From an optimization exercise on the open Yosys and OpenROAD flow, aimed at small area; shortcuts taken in it are not production practice. Only simulation tests tie the RTL to the original design; equivalence was not proved. Power figures rest on the tool's default switching activity, not on a simulated workload. The flow treats the clock pin as an ideal source, which a real chip does not have.

File: flow/design.v
module dmem_responder #(
    parameter int DEPTH_WORDS = 128,
    parameter int ADDR_BITS   = 7,
    parameter int WAIT_CYCLES = 2
) (
    input  logic        clk,
    input  logic        startin,
    input  logic        req_valid,
    output logic        req_ready,
    input  logic        req_write,
    input  logic [31:0] req_addr,
    input  logic [31:0] req_wdata,
    input  logic [3:0]  req_be,
    output logic        rsp_valid,
    input  logic        rsp_ready,
    output logic [31:0] rsp_rdata,
    output logic        rsp_err
);
    localparam int NS = 128;         
    localparam int NP = NS / 4;      
    localparam int NT = (NS + 2) / 3;  
    logic [1:0] st;
    logic [6:0] rot;
    logic       idle, accept, misaligned;
    logic [6:0]  pos_q;      
    logic [3:0]  be_q;
    logic [31:0] dq;         
    logic        pend;       
    logic        ld_q;       
    logic        ok_q;       
    logic        err_q;
    assign misaligned = |req_addr[1:0];
    assign idle      = (st == 2'b00);
    assign req_ready = idle;
    assign rsp_valid = (st == 2'b10);
    assign accept    = idle && req_valid;
    assign rsp_rdata = dq & {32{ok_q}};
    assign rsp_err   = err_q;
    always_ff @(posedge clk or negedge startin) begin
        if (!startin) begin
            st  <= 2'b00;
            rot <= 7'd0;
        end else begin
            rot <= rot + 7'd1;
            case (st)
                2'b00: if (req_valid) st <= 2'b01;
                2'b01: st <= 2'b11;
                2'b11: st <= 2'b10;
                default: if (rsp_ready) st <= 2'b00;
            endcase
        end
    end
    logic [6:0]  pos;
    logic [3:0]  be;
    logic [31:0] sdata;
    logic        at_port, wr_now, commit;
    assign pos     = idle ? (req_addr[8:2] + rot) : pos_q;
    assign be      = idle ? req_be : be_q;
    assign sdata   = idle ? req_wdata : dq;
    assign at_port = (pos[1:0] == 2'd3);
    assign wr_now  = idle ? (accept && req_write && !misaligned) : pend;
    assign commit  = wr_now && at_port;
    always_ff @(posedge clk) pos_q <= pos + 7'd1;
    always_ff @(posedge clk or negedge startin) begin
        if (!startin) pend <= 1'b0;
        else          pend <= wr_now && !at_port;
    end
    logic [31:0] q [NS];
    logic [NS-1:0] v;
    logic [NP-1:0] psel;
    logic [NT-1:0] tsel;
    logic [31:0] wd;
    always_comb begin
        for (int k = 0; k < NP; k++) psel[k] = (pos[6:2] == k[4:0]);
        for (int t = 0; t < NT; t++) tsel[t] = (pos == 7'(3 * t));
        for (int b = 0; b < 4; b++) wd[8*b +: 8] = be[b] ? sdata[8*b +: 8] : 8'h00;
    end
    for (genvar s = 0; s < NS; s++) begin : g_slot
        localparam int P = (s + NS - 1) % NS;    
        if (s % 4 == 0) begin : g_port
            logic       hit;
            logic [3:0] en;
            assign hit = commit && psel[P / 4];
            for (genvar b = 0; b < 4; b++) begin : g_lane
                assign en[b] = hit && (be[b] || !v[P]);
            end
            always_ff @(posedge clk) begin
                for (int b = 0; b < 4; b++)
                    q[s][8*b +: 8] <= en[b] ? wd[8*b +: 8] : q[P][8*b +: 8];
            end
            always_ff @(posedge clk or negedge startin) begin
                if (!startin) v[s] <= 1'b0;
                else          v[s] <= v[P] || hit;
            end
        end else begin : g_plain
            always_ff @(posedge clk) q[s] <= q[P];
            always_ff @(posedge clk or negedge startin) begin
                if (!startin) v[s] <= 1'b0;
                else          v[s] <= v[P];
            end
        end
    end
    logic [31:0] rd;
    logic        rv, at_tap, cap;
    always_comb begin
        rd = '0;
        rv = 1'b0;
        for (int t = 0; t < NT; t++) begin
            rd = rd | ({32{tsel[t]}} & q[3 * t]);
            rv = rv | (tsel[t] && v[3 * t]);
        end
    end
    assign at_tap = |tsel;
    assign cap    = at_tap && (idle ? (accept && !req_write && !misaligned) : (ld_q && st[0]));
    always_ff @(posedge clk) begin
        if (accept) begin
            be_q  <= req_be;
            ld_q  <= !req_write && !misaligned;
            err_q <= misaligned;
        end
        if (accept && req_write) dq <= req_wdata;
        else if (cap)            dq <= rd;
        if (accept && !cap)      ok_q <= 1'b0;
        else if (cap)            ok_q <= rv;
    end
endmodule
File: flow/flow/run.sh
#!/bin/bash
cp standard.sh standard_sh_copy.log
export CTS_ARGS="-sink_clustering_enable -repair_clock_nets -dont_use_dummy_load -sink_clustering_size 30 -sink_clustering_max_diameter 100"
bash standard.sh > standard.log 2>&1
File: flow/standard.sh
#!/bin/bash
# synth_recipe.tcl (not shown) runs the flow's synth.tcl, then flattens the netlist and writes it again
# the make line also repeats each setting of config.mk as NAME=value (left out here)
make -C /OpenROAD-flow-scripts/flow DESIGN_CONFIG=/design/flow/config.mk WORK_HOME=/design/flow/orfs CLKGATE_MAP_FILE= SYNTH_SCRIPT=/design/flow/synth_recipe.tcl "${@:-finish}"
File: flow/config.mk
export PLATFORM = sky130hd
export DESIGN_NAME = dmem_responder
export DESIGN_NICKNAME = dmem_responder
export VERILOG_FILES = /design/flow/design.v
export SDC_FILE = /design/flow/constraint.sdc
export NUM_CORES = 4
export LEC_CHECK = 0
export CAP_MARGIN = 20
export CORE_MARGIN = 2
export CORE_UTILIZATION = 65
export PLACE_DENSITY = 0.72
export SLEW_MARGIN = 20
File: flow/constraint.sdc
create_clock -name core_clock -period 6.0 [get_ports {clk}]
set_input_delay 1.2000 -clock core_clock [delete_from_list [all_inputs] [get_ports {clk}]]
set_output_delay 1.2000 -clock core_clock [all_outputs]
set_load 0.01 [all_outputs]
==> results of run 1 <==
## critical path: stages
cell and delay (ns):
clkdlybuf4s50_1 0.41, ha_1 0.24, fa_1 0.44, xor2_1 0.22
a21oi_2 0.57, a21oi_1 0.24, buf_4 0.28, o21ai_0 0.16
a211oi_1 0.09, a2111oi_0 0.57, nand4_1 0.21, o41ai_2 0.90
nand2_4 0.31, buf_12 0.26
## cells in the final DEF (no fill, tap or decap), drive strengths merged, types with 11 or more instances in the layout
cell / instances
mux2i: 12
and4: 12
dfrtp: 138
dfxtp: 4104
a222oi: 47
a221oi: 122
nand4: 70
a31oi: 21
xnor2: 15
a32o: 40
inv: 13
nor3: 30
nor4: 43
a211oi: 16
clkdlybuf4s50: 83
and3: 46
edfxtp: 38
a22oi: 296
nor2: 61
a221o: 13
ha: 11
buf: 421
or2: 33
a21oi: 80
nand2: 416
a22o: 1125
nand3: 80
and2: 60
clkbuf: 161
## logic make-up (layout without fill, tap and decap cells)
group / count (synthesis) / after routing / share of synthesized area
DFF: 4280 / 4280 / 0.7976
AOI/OAI and AO/OA: 1810 / 1810 / 0.1407
buffers and inverters: 410 / 678 / 0.01558
xor gates and xnor gates: 18 / 18 / 0.001450
muxes: 14 / 14 / 0.001380
other: 0 / 9 / 0
adders and majority gates: 12 / 12 / 0.001449
and+or+nand+nor: 886 / 886 / 0.04177
## final cells by class
| cell class | instances | area, um2 | area share |
|---|---|---|---|
| Multi-Input combinational cell | 2740 | 20920 | 0.1754 |
| Clock buffer | 161 | 4029 | 0.03378 |
| Sequential cell | 4280 | 86760 | 0.7274 |
| Tap cell | 2204 | 2758 | 0.02312 |
| Timing Repair Buffer | 504 | 4733 | 0.03969 |
| Antenna cell | 9 | 22.52 | 0.0001888 |
| Inverter | 13 | 51.30 | 0.0004301 |
## power groups by stage
| stage | Combinational (W) | Sequential, W | Clock, W |
|---|---|---|---|
| 2_1_floorplan | 0.00268 | 0.0297 | 0 |
| 4_1_cts | 0.00619 | 0.0293 | 0.0128 |
| 3_5_place_dp | 0.00618 | 0.0299 | 0 |
| 5_1_grt | 0.00645 | 0.0293 | 0.0137 |
| 6_report | 0.00646 | 0.0293 | 0.0129 |
| 3_3_place_gp | 0.00616 | 0.0299 | 0 |
## metal layers
| metal | wire length (um) | part of all wire |
|---|---|---|
| met5 | 84 | 0.00022 |
| met4 | 30240 | 0.079 |
| met3 | 46890 | 0.12 |
| met2 | 161900 | 0.42 |
| met1 | 142000 | 0.37 |
## sequential cells by signal, indices dropped and copies added, names as in the netlist
| signal | count |
|---|---|
| pend | 1 |
| ok_q | 1 |
| pos_q | 7 |
| be_q | 4 |
| st | 2 |
| dq | 32 |
| ld_q | 1 |
| q | 4096 |
| v | 128 |
| err_q | 1 |
| rot | 7 |
## stage by stage
stage	area, um2	TNS (ns)	setup WS [ns]	total power (W)	hold WS (ns)
6_report	119300	0	0.4840	0.04867	0.2920
2_1_floorplan	108800	0	0.8891	0.03242	0.3096
3_5_place_dp	115200	-5.590	-0.1907	0.03611	0.3121
3_3_place_gp	115100	-10.77	-0.3044	0.03609	0.3095
5_1_grt	119200	0	0.3737	0.04954	0.2865
4_1_cts	119200	0	0.6770	0.04831	0.2862
## worst max path at each step
stage | start | to | cells after the start
2_1_floorplan | req_addr[2] | dq[0] | 13
3_3_place_gp | req_addr[2] | q[56][23] | 12
3_5_place_dp | req_addr[2] | dq[24] | 14
4_1_cts | req_addr[2] | dq[24] | 14
5_1_grt | req_addr[2] | dq[20] | 14
6_report | req_addr[2] | dq[14] | 14
==> flow_metrics.py, run 1 <==
metrics = {
    "finish": {
        "fill_cells": 11310,
        "area_growth_pct": 9.659,
        "nNetsFinal": 7785,
        "utilization": 0.7156,
        "drive_gt1_frac": 0.09886,
        "fin_cells": 9911,
    },
    "logic_synthesis": {
        "ys_top_cells_by_count": "dfxtp_1 (4,104), a22o_1 (1,125), nand2_1 (415)",
        "syn_avg_cell_area_um2": 14.64,
        "synth.distinct_cells": 82,
        "ys_ff_latch": 4280,
        "seq_area_frac_synth": 0.7976,
        "ys.warnings.count": 2,
        "synth_top_area_frac": 0.7554,
        "async_flop_share": 0.03224,
        "yosysTopAreaCell": "dfxtp_1",
        "synth_nets": 7515,
        "ys_top_cells_by_area": "dfxtp_1 (76%), a22o_1 (9.1%), dfrtp_1 (3.2%), a22oi_1 (2.0%), nand2_1 (1.4%)",
        "synth_ff_type": "dfxtp_1",
        "synth.most_common_cell": "dfxtp_1",
        "synthCells": 7430,
        "synth_area_mm2": 0.1088,
        "synth-edff-count": 38,
    },
    "floorplan": {
        "ioPinCount": 108,
        "num_rows": 150,
        "die_width_um": 413.1,
        "die_y_um": 413.1,
        "die_area_mm2": 0.1706,
        "initial_core_util": 0.6526,
        "core-area_mm2": 0.1667,
    },
    "detailed_routing": {
        "first_pass_iters": 7,
        "wl_per_cell_um": 38.45,
        "postRouteAntennaNets": 0,
        "drc": 0,
        "finalWirelength_um": 381100,
        "drt_iter0_markers": 10500,
        "vias": 66250,
        "vias_per_cell": 6.685,
    },
    "worst_setup_path": {
        "arrival_ns": 6.12,
        "end_kind": "register",
        "reg2reg_slack_ns": 0.79,
        "worstRegToRegCells": 13,
        "reg2reg_from": "rot[0]",
        "crit_type": "in -> reg",
        "r2r_end": "dq[14]",
        "critPathRequiredTime_ns": 6.61,
        "crit_fanout": 10,
        "start_kind": "primary input",
    },
    "clock_network": {
        "clk_path_buf_depth": 3,
        "ctsHoldBuffers": 0,
        "post_cts_buffers": 0,
        "htreeDepth": 4,
        "cts_root_buf": "clkbuf_16",
        "cts.clk_slew.worst_paths_ns": 0.12,
        "ctsResizeCount": 0,
        "cts.sinks": 4280,
        "numCtsBuffers": 161,
        "clkLatencyLatePin_ns": 0.88,
        "tritoncts": "yes",
    },
    "flow_run": {
        "cap_viol_max_count": 0,
    },
    "sta": {
        "rsz0062_at_grt": "false",
        "maxSlewViolCount": 0,
        "finalCriticalPeriod_ns": 5.516,
        "relSlewSlack": 0.1728,
        "hold_viol": 0,
        "finClkSkew_ns": 0.06679,
        "min_period_over_period": 0.9193,
        "max_freq_ghz": 0.1813,
        "setup_violations": 0,
        "tightest_slew_ns": 1.234,
    },
    "global_routing": {
        "grt_overflow": 0,
        "gr-max-usage-layer": "met2",
        "met2_usage": 0.6430,
        "grt_use_met3": 0.1189,
        "antenna_found_initial": 19,
        "track_usage": 0.4394,
        "grt_use_met1": 0.5756,
        "grt_start_max_net_pins": 75,
        "grt_first_pass_wirelength_um": 505000,
        "grt_pass1_vias": 62400,
    },
    "placed_design": {
        "port_buffers": 84,
        "dp_hpwl_um": 252800,
        "placedCellCount": 9739,
        "gp_congestion": 0.9899,
    },
    "hold_path": {
        "min_to": "q[101][7]",
        "min_from": "q[100][7]",
        "min_path_type": "reg -> reg",
        "whs_path_depth": 0,
    },
    "power": {
        "power_frac_comb": 0.133,
        "p_clk_frac": 0.265,
        "powerDensity_mw_per_mm2": 408.1,
        "internal_power_w": 0.03532,
        "switching_power_w": 0.01335,
        "power.leakage_nw": 46.62,
        "sw_frac_of_total": 0.2743,
        "ir_drop_mv": 0.4216,
        "pwr-share-seq": 0.602,
    },
    "run_status": {
        "status": "no timing/DRC/antenna violations",
    },
}
==> inputs of run 2 (changes only) <==
--- a/flow/design.v
+++ b/flow/design.v
@@ -86,7 +86,8 @@
             end
             always_ff @(posedge clk) begin
                 for (int b = 0; b < 4; b++)
-                    q[s][8*b +: 8] <= en[b] ? wd[8*b +: 8] : q[P][8*b +: 8];
+                    q[s][8*b +: 8] <= ~(en[b] ? (wd[8*b +: 8] ^ {8{(s & 4) == 0}})
+                                              : q[P][8*b +: 8]);
             end
             always_ff @(posedge clk or negedge startin) begin
                 if (!startin) v[s] <= 1'b0;
@@ -106,7 +107,7 @@
         rd = '0;
         rv = 1'b0;
         for (int t = 0; t < NT; t++) begin
-            rd = rd | ({32{tsel[t]}} & q[3 * t]);
+            rd = rd | ({32{tsel[t]}} & (q[3 * t] ^ {32{((3 * t) & 4) != 0}}));
             rv = rv | (tsel[t] && v[3 * t]);
         end
     end
==> run 2 against run 1 <==
Compared with the run above:
- first-iteration DRC count up 6.5%
- clock power about the same
- design area shrank 1.7%
==> flow_metrics.py, run 2 <==
metrics = {
    "finish": {
        "final-seq-area_mm2": 0.08675,
        "area_growth_pct": 9.663,
        "fin_cells": 9978,
        "top_regs": "q (4096), v (128), dq (32)",
        "drive_gt1_frac": 0.09447,
        "multi_input_area_mm2": 0.01903,
        "fill_cells": 10920,
        "top_register": "q",
        "layout_common_cells": "dfxtp_1 (4,103), o22ai_1 (647), a22oi_1 (573)",
        "largest_register_ffs": 4096,
        "design_area_mm2": 0.1172,
        "nNetsFinal": 7878,
        "layout_commonest_cell": "dfxtp_1",
    },
    "global_routing": {
        "track_usage": 0.4366,
        "antenna_found_initial": 23,
        "grt_overflow": 0,
        "grt_pass1_vias": 63110,
        "grt_start_max_net_pins": 56,
        "grt_first_pass_wirelength_um": 500300,
    },
    "worst_setup_path": {
        "crit_fanout": 9,
        "end_kind": "register",
        "reg2reg_slack_ns": 0.97,
        "worstRegToRegCells": 12,
        "critPathLaunch": "req_addr[2]",
        "r2r_end": "dq[17]",
        "reg2reg_from": "st[1]",
        "start_kind": "primary input",
        "crit_type": "in -> reg",
        "crit_end": "dq[17]",
        "arrival_ns": 5.88,
        "critPathRequiredTime_ns": 6.64,
    },
    "logic_synthesis": {
        "synth-edff-count": 38,
        "synth_nets": 7603,
        "syn_avg_cell_area_um2": 14.22,
        "ys.warnings.count": 2,
        "async_flop_share": 0.03224,
        "yosysTopAreaCell": "dfxtp_1",
        "ys_ff_latch": 4280,
        "seq_area_frac_synth": 0.8117,
        "ys_top_cells_by_count": "dfxtp_1 (4,104), o22ai_1 (647), a22oi_1 (573)",
        "synth_ff_type": "dfxtp_1",
        "synthCells": 7518,
        "ys_top_cells_by_area": "dfxtp_1 (77%), a22oi_1 (4.0%), o22ai_1 (3.8%), dfrtp_1 (3.2%), nand2_1 (1.1%)",
        "synth.distinct_cells": 88,
        "synth_top_area_frac": 0.7687,
        "synth_area_mm2": 0.1069,
        "synth.most_common_cell": "dfxtp_1",
    },
    "floorplan": {
        "ioPinCount": 108,
        "num_rows": 148,
        "die_area_mm2": 0.1677,
        "die_width_um": 409.5,
        "die_y_um": 409.5,
        "initial_core_util": 0.6559,
        "core-area_mm2": 0.1630,
    },
    "clock_network": {
        "tritoncts": "yes",
        "ctsResizeCount": 0,
        "clk_path_buf_depth": 3,
        "cts.sinks": 4280,
        "ctsHoldBuffers": 0,
        "clkLatencyLatePin_ns": 0.85,
        "cts.clk_slew.worst_paths_ns": 0.11,
        "cts_root_buf": "clkbuf_16",
        "post_cts_buffers": 0,
        "numCtsBuffers": 161,
        "htreeDepth": 4,
    },
    "power": {
        "power.leakage_nw": 45.58,
        "ir_drop_mv": 0.4478,
        "powerDensity_mw_per_mm2": 421.5,
    },
    "flow_run": {
        "cap_viol_max_count": 0,
    },
    "sta": {
        "whs_ns": 0.2758,
        "setup_violations": 0,
        "rsz0062_at_grt": "false",
        "relSlewSlack": 0.2111,
        "finClkSkew_ns": 0.1033,
        "maxSlewViolCount": 0,
        "tightest_slew_ns": 1.159,
        "min_period_over_period": 0.8731,
        "finalCriticalPeriod_ns": 5.239,
        "max_freq_ghz": 0.1909,
        "timing.setup.tns_ns": 0,
        "hold_viol": 0,
        "setup_slack_ns": 0.7614,
    },
    "detailed_routing": {
        "vias": 67840,
        "wl_per_cell_um": 37.72,
        "drc": 0,
        "finalWirelength_um": 376300,
        "vias_per_cell": 6.799,
        "postRouteAntennaNets": 0,
        "first_pass_iters": 9,
        "drt_iter0_markers": 11180,
    },
    "placed_design": {
        "port_buffers": 84,
        "gp_congestion": 0.9892,
        "placedCellCount": 9802,
        "dp_hpwl_um": 236600,
        "placed_area_mm2": 0.1131,
        "place_ws_ns": 0.1246,
    },
    "hold_path": {
        "min_path_type": "reg -> reg",
    },
    "run_status": {
        "status": "no timing/DRC/antenna violations",
    },
}
## run 2: cell count changes after synthesis, moves of 51 or more
cell	before	now
a211oi_1	14	83
a22o_1	1125	20
a22oi_1	296	573
o211ai_1	1	55
o21ai_0	2	68
nor2_1	47	234
nand2_1	415	307
o22ai_1	0	647
clkbuf_1	274	223
## run 2: final cells by class
class,instances,share of cell area
repair buffers,485,0.03911
inverters,16,0.0005231
flip-flops and latches,4280,0.7402
diodes,12,0.0002562
clock buffers,161,0.03437
multi-input cells,2849,0.1623
well taps,2175,0.02322
## run 2: power by group
| part | switching [W] | internal [W] | leakage (nW) |
|---|---|---|---|
| Sequential | 0.000539 | 0.0296 | 36.6 |
| Combinational | 0.00468 | 0.00170 | 7.03 |
| Clock | 0.00805 | 0.00486 | 1.98 |
| Total | 0.0133 | 0.0361 | 45.6 |
## run 2: per-layer routing
layer  vias up  global-route usage  part of all wire
li1      27230                   -                 -
met1     33710              0.5937              0.38
met2      5569              0.6052              0.41
met3      1317              0.1565              0.15
met4        14              0.2471             0.070
met5         -                   0           0.00049
## run 2: per-stage QoR
stage	util	total power, W
finish	0.7193	0.04941
floorplan	-	0.03360
detailed placement	0.6939	0.03675
global placement	0.6939	0.03667
CTS	0.7186	0.04893
global route	0.7191	0.05039
## run 2: worst max-delay path, cell delays in order
cell	delay (ns)
clkdlybuf4s50_1	0.41
ha_1	0.25
fa_1	0.42
a21o_1	0.23
a221o_1	0.36
and3_1	0.21
a211o_1	0.46
buf_4	0.28
nor3_2	0.73
buf_4	0.39
buf_4	0.37
nand2_1	0.09
o21ai_0	0.08
nor4_1	0.10
a31oi_1	0.26
## run 2: how the worst min path moves through the flow
stage	from	end	slack, ns	depth (start not counted)
after floorplan	q[100][0]	q[101][0]	0.31	0
after global placement	q[122][30]	q[123][30]	0.31	0
after detailed placement	q[46][2]	q[47][2]	0.31	0
after CTS	q[53][2]	q[54][2]	0.28	0
after global routing	q[53][2]	q[54][2]	0.27	0
final	q[53][2]	q[54][2]	0.28	0
## run 2: logic make-up (layout without fill, tap and decap cells)
group | Yosys count | after routing | share of synthesized area
multiplexers | 33 | 33 | 0.003161
AND/OR/NAND/NOR | 876 | 876 | 0.03932
flip-flops | 4280 | 4280 | 0.8117
AO/OA/AOI/OAI | 1913 | 1913 | 0.1278
buffers and inverters | 389 | 662 | 0.01535
XOR/XNOR | 15 | 15 | 0.001229
other | 0 | 12 | 0
adder cells (fa/ha/maj) | 12 | 12 | 0.001475
==> inputs of run 3 (changes only) <==
--- a/flow/design.v
+++ b/flow/design.v
@@ -50,6 +50,13 @@
             endcase
         end
     end
+    logic [2:0] scnt;
+    logic       scrubbed;
+    assign scrubbed = scnt[2];
+    always_ff @(posedge clk or negedge startin) begin
+        if (!startin)      scnt <= 3'd0;
+        else if (!scnt[2]) scnt <= scnt + 3'd1;
+    end
     logic [6:0]  pos;
     logic [3:0]  be;
     logic [31:0] sdata;
@@ -82,23 +89,17 @@
             logic [3:0] en;
             assign hit = commit && psel[P / 4];
             for (genvar b = 0; b < 4; b++) begin : g_lane
-                assign en[b] = hit && (be[b] || !v[P]);
+                assign en[b] = hit && (be[b] || !(v[P] && scrubbed));
             end
             always_ff @(posedge clk) begin
                 for (int b = 0; b < 4; b++)
                     q[s][8*b +: 8] <= ~(en[b] ? (wd[8*b +: 8] ^ {8{(s & 4) == 0}})
                                               : q[P][8*b +: 8]);
             end
-            always_ff @(posedge clk or negedge startin) begin
-                if (!startin) v[s] <= 1'b0;
-                else          v[s] <= v[P] || hit;
-            end
+            always_ff @(posedge clk) v[s] <= (v[P] && scrubbed) || hit;
         end else begin : g_plain
             always_ff @(posedge clk) q[s] <= q[P];
-            always_ff @(posedge clk or negedge startin) begin
-                if (!startin) v[s] <= 1'b0;
-                else          v[s] <= v[P];
-            end
+            always_ff @(posedge clk) v[s] <= v[P];
         end
     end
     logic [31:0] rd;
@@ -111,6 +112,8 @@
             rv = rv | (tsel[t] && v[3 * t]);
         end
     end
+    logic        rv_ok;
+    assign rv_ok  = rv && (scrubbed || ({1'b0, pos[1:0]} < scnt));
     assign at_tap = |tsel;
     assign cap    = at_tap && (idle ? (accept && !req_write && !misaligned) : (ld_q && st[0]));
     always_ff @(posedge clk) begin
@@ -122,6 +125,6 @@
         if (accept && req_write) dq <= req_wdata;
         else if (cap)            dq <= rd;
         if (accept && !cap)      ok_q <= 1'b0;
-        else if (cap)            ok_q <= rv;
+        else if (cap)            ok_q <= rv_ok;
     end
 endmodule
==> flow/flow/run.sh (replaced) <==
#!/bin/bash
# The standard layout (standard.sh) with three changes to how it is made:
#  - synthesis maps logic with an area-oriented ABC script (flow/abc_area_nf.script) in place
#    of ORFS's abc_speed.script; everything else in synthesis is ORFS's own, from a copy of
#    ORFS's scripts folder that differs only in that file;
#  - clock-tree synthesis clusters up to 30 flip-flops per leaf buffer and adds no dummy loads;
#  - ports are buffered with buf_1 cells.
set -euo pipefail
cp standard.sh standard_sh_copy.log
rm -rf scripts_mod
cp -r "$FLOW_HOME/scripts" scripts_mod
cp flow/abc_area_nf.script scripts_mod/abc_speed.script
export SCRIPTS_DIR="$PWD/scripts_mod"
export CTS_ARGS="-sink_clustering_enable -repair_clock_nets -dont_use_dummy_load -sink_clustering_size 30 -sink_clustering_max_diameter 100"
export BUFFER_PORTS_ARGS="-buffer_cell sky130_fd_sc_hd__buf_1"
bash standard.sh > standard.log 2>&1
==> flow/flow/abc_area_nf.script (new file) <==
&get -n
&st
&dch
&nf -R 1000 -p
&st
&syn2
&dch
&nf -R 1000 -p
&put
--- a/flow/config.mk
+++ b/flow/config.mk
@@ -7,6 +7,6 @@
 export LEC_CHECK = 0
 export CAP_MARGIN = 20
 export CORE_MARGIN = 2
-export CORE_UTILIZATION = 65
-export PLACE_DENSITY = 0.72
+export CORE_UTILIZATION = 75
+export PLACE_DENSITY = 0.82
 export SLEW_MARGIN = 20
==> run 3 against run 2 <==
Compared with the run above:
- still clean on timing, DRC and antenna
- synthesized cell count fell by 6.7%
- core utilization up 12 points
- combinational power grew 5.5%
- clock skew rose by 0.0025 ns
- global-route usage increased by 12 points
- clock power about the same
- final cell count fell by 4.1%
- count of clock-buffer cells in the layout unchanged
- wire length grew 6.8%
- critical endpoint is now q[104][26]
==> flow_metrics.py, run 3 <==
metrics = {
    "finish": {
        "fill_cells": 6785,
        "layout_common_cells": "dfxtp_1 (4,231), o22ai_1 (649), a22oi_1 (568)",
        "design_area_mm2": 0.1149,
        "fin_cells": 9567,
        "area_growth_pct": 11.04,
        "top_regs": "q (4096), v (128), dq (32)",
        "nNetsFinal": 7808,
        "largest_register_ffs": 4096,
        "layout_commonest_cell": "dfxtp_1",
        "drive_gt1_frac": 0.09328,
        "top_register": "q",
    },
    "sta": {
        "setup_slack_ns": 0.4545,
        "relSlewSlack": 0.1456,
        "min_period_over_period": 0.9242,
        "timing.setup.tns_ns": 0,
        "maxSlewViolCount": 0,
        "setup_violations": 0,
        "finClkSkew_ns": 0.1058,
        "finalCriticalPeriod_ns": 5.545,
        "hold_viol": 0,
        "tightest_slew_ns": 1.273,
        "max_freq_ghz": 0.1803,
        "rsz0062_at_grt": "false",
    },
    "worst_setup_path": {
        "start_kind": "register",
        "reg2reg_slack_ns": 0.45,
        "crit_fanout": 19,
        "end_kind": "register",
        "slowest_stage": "a31oi_1",
        "crit_path_max_incr_delay_ns": 0.76,
        "worstRegToRegCells": 13,
        "reg2reg_from": "st[1]",
        "crit_chain": "buf_4 -> nor2_4 -> buf_4 -> and2_1 -> nand2_4 -> o21ai_0 -> nand2_1 -> nor2_1 -> and2_0 -> nand2_4 -> a31oi_1 -> buf_4 -> o22ai_1",
        "r2r_end": "q[104][26]",
        "crit_type": "reg -> reg",
        "critPathRequiredTime_ns": 6.71,
        "crit_top_cell": "buf_4",
        "arrival_ns": 6.26,
    },
    "detailed_routing": {
        "postRouteAntennaNets": 0,
        "wl_per_cell_um": 42.03,
        "drt_iter0_markers": 14560,
        "vias": 72880,
        "finalWirelength_um": 402100,
        "drc": 0,
        "vias_per_cell": 7.618,
        "first_pass_iters": 10,
    },
    "logic_synthesis": {
        "yosysTopAreaCell": "dfxtp_1",
        "synthCells": 7018,
        "synth.most_common_cell": "dfxtp_1",
        "ys_top_cells_by_area": "dfxtp_1 (82%), a22oi_1 (4.1%), o22ai_1 (3.9%), edfxtp_1 (1.1%), a221oi_1 (1.1%)",
        "synth_area_mm2": 0.1035,
        "seq_area_frac_synth": 0.8327,
        "async_flop_share": 0.003035,
        "syn_avg_cell_area_um2": 14.75,
        "synth-edff-count": 38,
        "ys_ff_latch": 4283,
        "ys.warnings.count": 2,
        "ys_top_cells_by_count": "dfxtp_1 (4,232), o22ai_1 (649), a22oi_1 (568)",
        "synth_ff_type": "dfxtp_1",
        "synth_nets": 7105,
        "synth.distinct_cells": 45,
        "synth_top_area_frac": 0.8185,
    },
    "clock_network": {
        "ctsResizeCount": 0,
        "cts.sinks": 4283,
        "post_cts_buffers": 0,
        "ctsHoldBuffers": 0,
        "tritoncts": "yes",
        "cts_root_buf": "clkbuf_16",
        "clk_path_buf_depth": 3,
        "cts.clk_slew.worst_paths_ns": 0.11,
        "clkLatencyLatePin_ns": 0.87,
        "numCtsBuffers": 161,
        "htreeDepth": 4,
    },
    "hold_path": {
        "min_path_type": "in -> async",
    },
    "placed_design": {
        "place_ws_ns": 0.09906,
        "placed_area_mm2": 0.1108,
        "dp_hpwl_um": 235300,
        "placedCellCount": 9352,
        "port_buffers": 84,
        "gp_congestion": 1.031,
    },
    "global_routing": {
        "grt_start_max_net_pins": 72,
        "grt_overflow": 0,
        "grt_first_pass_wirelength_um": 532800,
        "grt_pass1_vias": 68040,
        "antenna_found_initial": 40,
        "track_usage": 0.5581,
    },
    "floorplan": {
        "die_width_um": 375.5,
        "core-area_mm2": 0.1372,
        "die_area_mm2": 0.1410,
        "initial_core_util": 0.7547,
        "die_y_um": 375.5,
        "ioPinCount": 108,
        "num_rows": 136,
    },
    "power": {
        "finalPower_w": 0.04999,
        "ir_drop_mv": 0.6598,
        "power.leakage_nw": 44.26,
        "powerDensity_mw_per_mm2": 434.9,
    },
    "run_status": {
        "status": "no timing/DRC/antenna violations",
    },
    "flow_run": {
        "cap_viol_max_count": 0,
    },
}
run 3: logic make-up (layout without fill, tap and decap cells):
logic type / after synthesis / after routing / synth area share
buffers and inverters: 16 / 717 / 0.0005802
AOI/OAI and AO/OA: 1969 / 1969 / 0.1310
other: 0 / 54 / 0
and+or+nand+nor: 691 / 691 / 0.02982
muxes: 29 / 29 / 0.002829
xor gates and xnor gates: 16 / 16 / 0.001354
DFF: 4283 / 4283 / 0.8327
adders and majority gates: 14 / 14 / 0.001765
run 3: critical path: cells and delay by family, from the launching register on:
family / cells / cell delay, ns
and+or+nand+nor: 7 / 2.41
AOI/OAI and AO/OA: 3 / 1.57
buffers and inverters: 3 / 0.98
DFF: 1 / 0.37
run 3: power by group:
| group | leakage [nW] | internal [W] | switching (W) |
|---|---|---|---|
| registers | 35.8 | 0.0297 | 0.000566 |
| clock network | 1.98 | 0.00486 | 0.00815 |
| logic | 6.44 | 0.00164 | 0.00511 |
| total | 44.3 | 0.0362 | 0.0138 |
run 3: routing by layer:
metal  track usage  routed length, um  vias to the layer above
li1              -                  -                    27010
met1        0.6837             129300                    34570
met2        0.7477             156900                     8511
met3        0.2670              72090                     2754
met4        0.4509              43450                       36
met5      0.006518                334                        -
run 3: cell type report:
type | instances | area (um2) | area share
sequential | 4283 | 86190 | 0.7499
multi-input combinational | 2719 | 18040 | 0.1569
timing repair buffer | 540 | 4239 | 0.03688
clock buffer | 161 | 4029 | 0.03505
tap | 1794 | 2245 | 0.01953
antenna | 54 | 135.1 | 0.001176
inverter | 16 | 60.06 | 0.0005225
run 3: metrics by stage:
step,util,hold WS (ns)
after floorplan,-,0.3096
after global placement,0.8075,0.3095
after detailed placement,0.8076,0.3121
after CTS,0.8370,0.3007
after global routing,0.8371,0.2901
final,0.8380,0.2966
run 3: how the worst max path moves through the flow:
stage / slack (ns) / from / depth (start not counted) / endpoint
after floorplan: 0.09 / req_addr[2] / 15 / dq[0]
after global placement: 0.15 / req_addr[2] / 14 / q[104][30]
after detailed placement: 0.1 / req_addr[2] / 14 / q[104][29]
after CTS: 0.75 / rot[0] / 20 / dq[28]
after global routing: 0.48 / rot[0] / 20 / dq[28]
final: 0.45 / st[1] / 13 / q[104][26]
==> inputs of run 4 (changes only) <==
--- a/flow/config.mk
+++ b/flow/config.mk
@@ -7,6 +7,6 @@
 export LEC_CHECK = 0
 export CAP_MARGIN = 20
 export CORE_MARGIN = 2
-export CORE_UTILIZATION = 75
-export PLACE_DENSITY = 0.82
+export CORE_UTILIZATION = 70
+export PLACE_DENSITY = 0.78
 export SLEW_MARGIN = 20
==> run 4 against run 3 <==
Compared with the run above:
- power down 0.48%
- critical path type unchanged
- sequential share of layout area hardly changed
- largest power group unchanged
- highest routed layer unchanged
- via count decreased by 4.4%
- wire length is 3.9% lower
- largest cell class unchanged
- still clean on timing, DRC and antenna
- design area about the same
- first-iteration DRC count decreased by 12%
- clock skew is 0.028 ns lower
- worst setup slack better by 0.14 ns
- flip-flop and latch count is the same
- register-to-register slack improved by 0.14 ns
==> flow_metrics.py, run 4 <==
metrics = {
    "finish": {
        "fill_cells": 8565,
        "area_growth_pct": 11.05,
        "top_regs": "q (4096), v (128), dq (32)",
        "fin_cells": 9661,
        "layout_commonest_cell": "dfxtp_1",
        "top_register": "q",
        "layout_common_cells": "dfxtp_1 (4,231), o22ai_1 (649), a22oi_1 (568)",
        "drive_gt1_frac": 0.09240,
        "nNetsFinal": 7795,
        "largest_register_ffs": 4096,
    },
    "sta": {
        "max_freq_ghz": 0.1850,
        "rsz0062_at_grt": "false",
        "maxSlewViolCount": 0,
        "tightest_slew_ns": 1.228,
        "min_period_over_period": 0.9010,
        "relSlewSlack": 0.1791,
        "finClkSkew_ns": 0.07756,
        "setup_violations": 0,
        "timing.setup.tns_ns": 0,
        "hold_viol": 0,
        "finalCriticalPeriod_ns": 5.406,
    },
    "logic_synthesis": {
        "synth.distinct_cells": 45,
        "ys.warnings.count": 2,
        "synth_top_area_frac": 0.8185,
        "ys_top_cells_by_count": "dfxtp_1 (4,232), o22ai_1 (649), a22oi_1 (568)",
        "ys_top_cells_by_area": "dfxtp_1 (82%), a22oi_1 (4.1%), o22ai_1 (3.9%), edfxtp_1 (1.1%), a221oi_1 (1.1%)",
        "synth-edff-count": 38,
        "ys_ff_latch": 4283,
        "synth_ff_type": "dfxtp_1",
        "synthCells": 7018,
        "synth.most_common_cell": "dfxtp_1",
        "seq_area_frac_synth": 0.8327,
        "synth_nets": 7105,
        "synth_area_mm2": 0.1035,
        "syn_avg_cell_area_um2": 14.75,
        "async_flop_share": 0.003035,
        "yosysTopAreaCell": "dfxtp_1",
    },
    "clock_network": {
        "cts.clk_slew.worst_paths_ns": 0.11,
        "tritoncts": "yes",
        "post_cts_buffers": 0,
        "htreeDepth": 4,
        "numCtsBuffers": 161,
        "cts.sinks": 4283,
        "clkLatencyLatePin_ns": 0.86,
        "clk_path_buf_depth": 3,
        "ctsResizeCount": 0,
        "cts_root_buf": "clkbuf_16",
        "ctsHoldBuffers": 0,
    },
    "placed_design": {
        "dp_hpwl_um": 234700,
        "placedCellCount": 9475,
        "gp_congestion": 1.012,
        "port_buffers": 84,
    },
    "global_routing": {
        "antenna_found_initial": 25,
        "grt_pass1_vias": 64970,
        "grt_overflow": 0,
        "track_usage": 0.4992,
        "grt_first_pass_wirelength_um": 512100,
        "grt_start_max_net_pins": 65,
    },
    "floorplan": {
        "ioPinCount": 108,
        "die_y_um": 388.5,
        "die_width_um": 388.5,
        "die_area_mm2": 0.1510,
        "initial_core_util": 0.7027,
        "core-area_mm2": 0.1473,
        "num_rows": 141,
    },
    "power": {
        "ir_drop_mv": 0.4896,
        "powerDensity_mw_per_mm2": 432.8,
        "power.leakage_nw": 44.19,
    },
    "detailed_routing": {
        "drt_iter0_markers": 12810,
        "postRouteAntennaNets": 0,
        "first_pass_iters": 9,
        "vias": 69660,
        "drc": 0,
        "wl_per_cell_um": 40.02,
        "vias_per_cell": 7.211,
        "finalWirelength_um": 386600,
    },
    "worst_setup_path": {
        "end_kind": "register",
        "start_kind": "register",
        "crit_type": "reg -> reg",
        "crit_fanout": 15,
        "reg2reg_slack_ns": 0.59,
        "arrival_ns": 5.92,
        "critPathRequiredTime_ns": 6.52,
    },
    "hold_path": {
        "min_path_type": "reg -> reg",
    },
    "flow_run": {
        "cap_viol_max_count": 0,
    },
    "run_status": {
        "status": "no timing/DRC/antenna violations",
    },
}
run 4: layout make-up:
type / count / area, um2 / area share
Sequential cell: 4283 / 86190 / 0.7498
Multi-Input combinational cell: 2719 / 18070 / 0.1572
Timing Repair Buffer: 527 / 4116 / 0.03581
Clock buffer: 161 / 4029 / 0.03505
Tap cell: 1930 / 2415 / 0.02101
Antenna cell: 25 / 62.56 / 0.0005442
Inverter: 16 / 60.06 / 0.0005225
run 4: report_power, final:
group	total, W	switching (W)	internal [W]
clock	0.0129	0.00807	0.00485
combinational	0.00660	0.00491	0.00169
sequential	0.0302	0.000552	0.0297
total	0.0497	0.0135	0.0362
run 4: cells by family after synthesis:
kind of cell,Yosys count,share of synthesized area
and+or+nand+nor,691,0.02982
xor gates and xnor gates,16,0.001354
DFF,4283,0.8327
adders and majority gates,14,0.001765
buffers and inverters,16,0.0005802
AOI/OAI and AO/OA,1969,0.1310
muxes,29,0.002829
run 4: path summary, 6_finish.rpt:
check | startpoint | endpoint | depth (start not counted)
setup / recovery | rot[0] | dq[11] | 18
hold / removal | q[124][7] | q[125][7] | 0
setup reg to reg | rot[0] | dq[11] | 18
hold reg to reg | q[124][7] | q[125][7] | 0
max in group asynchronous | startin | scnt[2] | 1
min in group asynchronous | startin | rot[4] | 1
run 4: critical path, cell delays in order (launching register included):
cell	delay (ns)
dfrtp_1	0.45
ha_1	0.23
fa_1	0.40
a21o_1	0.18
a21oi_1	0.19
o21ai_0	0.14
xnor2_1	0.35
nand2_1	0.11
o21a_1	0.17
nor2_1	0.18
nand2_1	0.18
buf_4	0.21
nor2_4	0.93
nor4bb_1	0.22
nand4_1	0.17
nor3_1	0.08
or3_1	0.44
nand2_4	0.17
buf_4	0.27
run 4: through the flow:
stage | util | hold slack, ns | instance area (um2) | setup WS (ns) | total power (W)
3_3_place_gp | 0.7524 | 0.3095 | 110800 | -0.1351 | 0.03684
5_1_grt | 0.7799 | 0.2859 | 114900 | 0.5525 | 0.05056
6_report | 0.7803 | 0.2890 | 114900 | 0.5942 | 0.04975
4_1_cts | 0.7798 | 0.2911 | 114900 | 0.7716 | 0.04915
2_1_floorplan | - | 0.3096 | 103500 | 0.08784 | 0.03331
3_5_place_dp | 0.7525 | 0.3121 | 110800 | -0.02133 | 0.03698
run 4: layer usage:
metal / track usage / share of wire / vias up
li1: - / - / 26940
met1: 0.6414 / 0.34 / 33650
met2: 0.6798 / 0.40 / 7086
met3: 0.2096 / 0.17 / 1965
met4: 0.3538 / 0.090 / 25
met5: 0.002552 / 0.00065 / -

==> separate check: timing with driven ports <==
How much do the figures lean on ideal ports? The routed layouts below were timed once more, with nothing changed but the port constraints. Step 1: set_driving_cell puts a clkbuf_16 on clk and a buf_2 on each other input, an assumption about the parent block. Step 2 also shifts input and output timing later by t, the mid clock arrival at the registers, as if the neighbouring blocks saw the same clock. a / b / c = no drivers / after step 1 / after step 2; a / b = the first two.
| run | shift t [ns] | setup slack, ns | hold WS [ns] | worst data-port slew with drivers (ns) | cell pins on the clock port's net |
|---|---|---|---|---|---|
| run 1 | 0.930 | 0.484 / 0.539 / -0.391 | 0.292 / 0.281 / 0.292 | 0.04 | 1 |
| run 2 | 0.879 | 0.761 / 0.816 / -0.062 | 0.276 / 0.276 / 0.276 | 0.05 | 1 |
| run 3 | 0.903 | 0.455 / 0.454 / -0.312 | 0.297 / 0.241 / 0.297 | 0.06 | 1 |
| run 4 | 0.900 | 0.594 / 0.594 / -0.219 | 0.289 / 0.289 / 0.289 | 0.08 | 1 |
Met with ideal ports but missed after step 2: setup timing in every run listed. For run 1, which loses most, drivers alone change the setup slack by +0.055 ns; drivers and shift together by -0.875 ns.
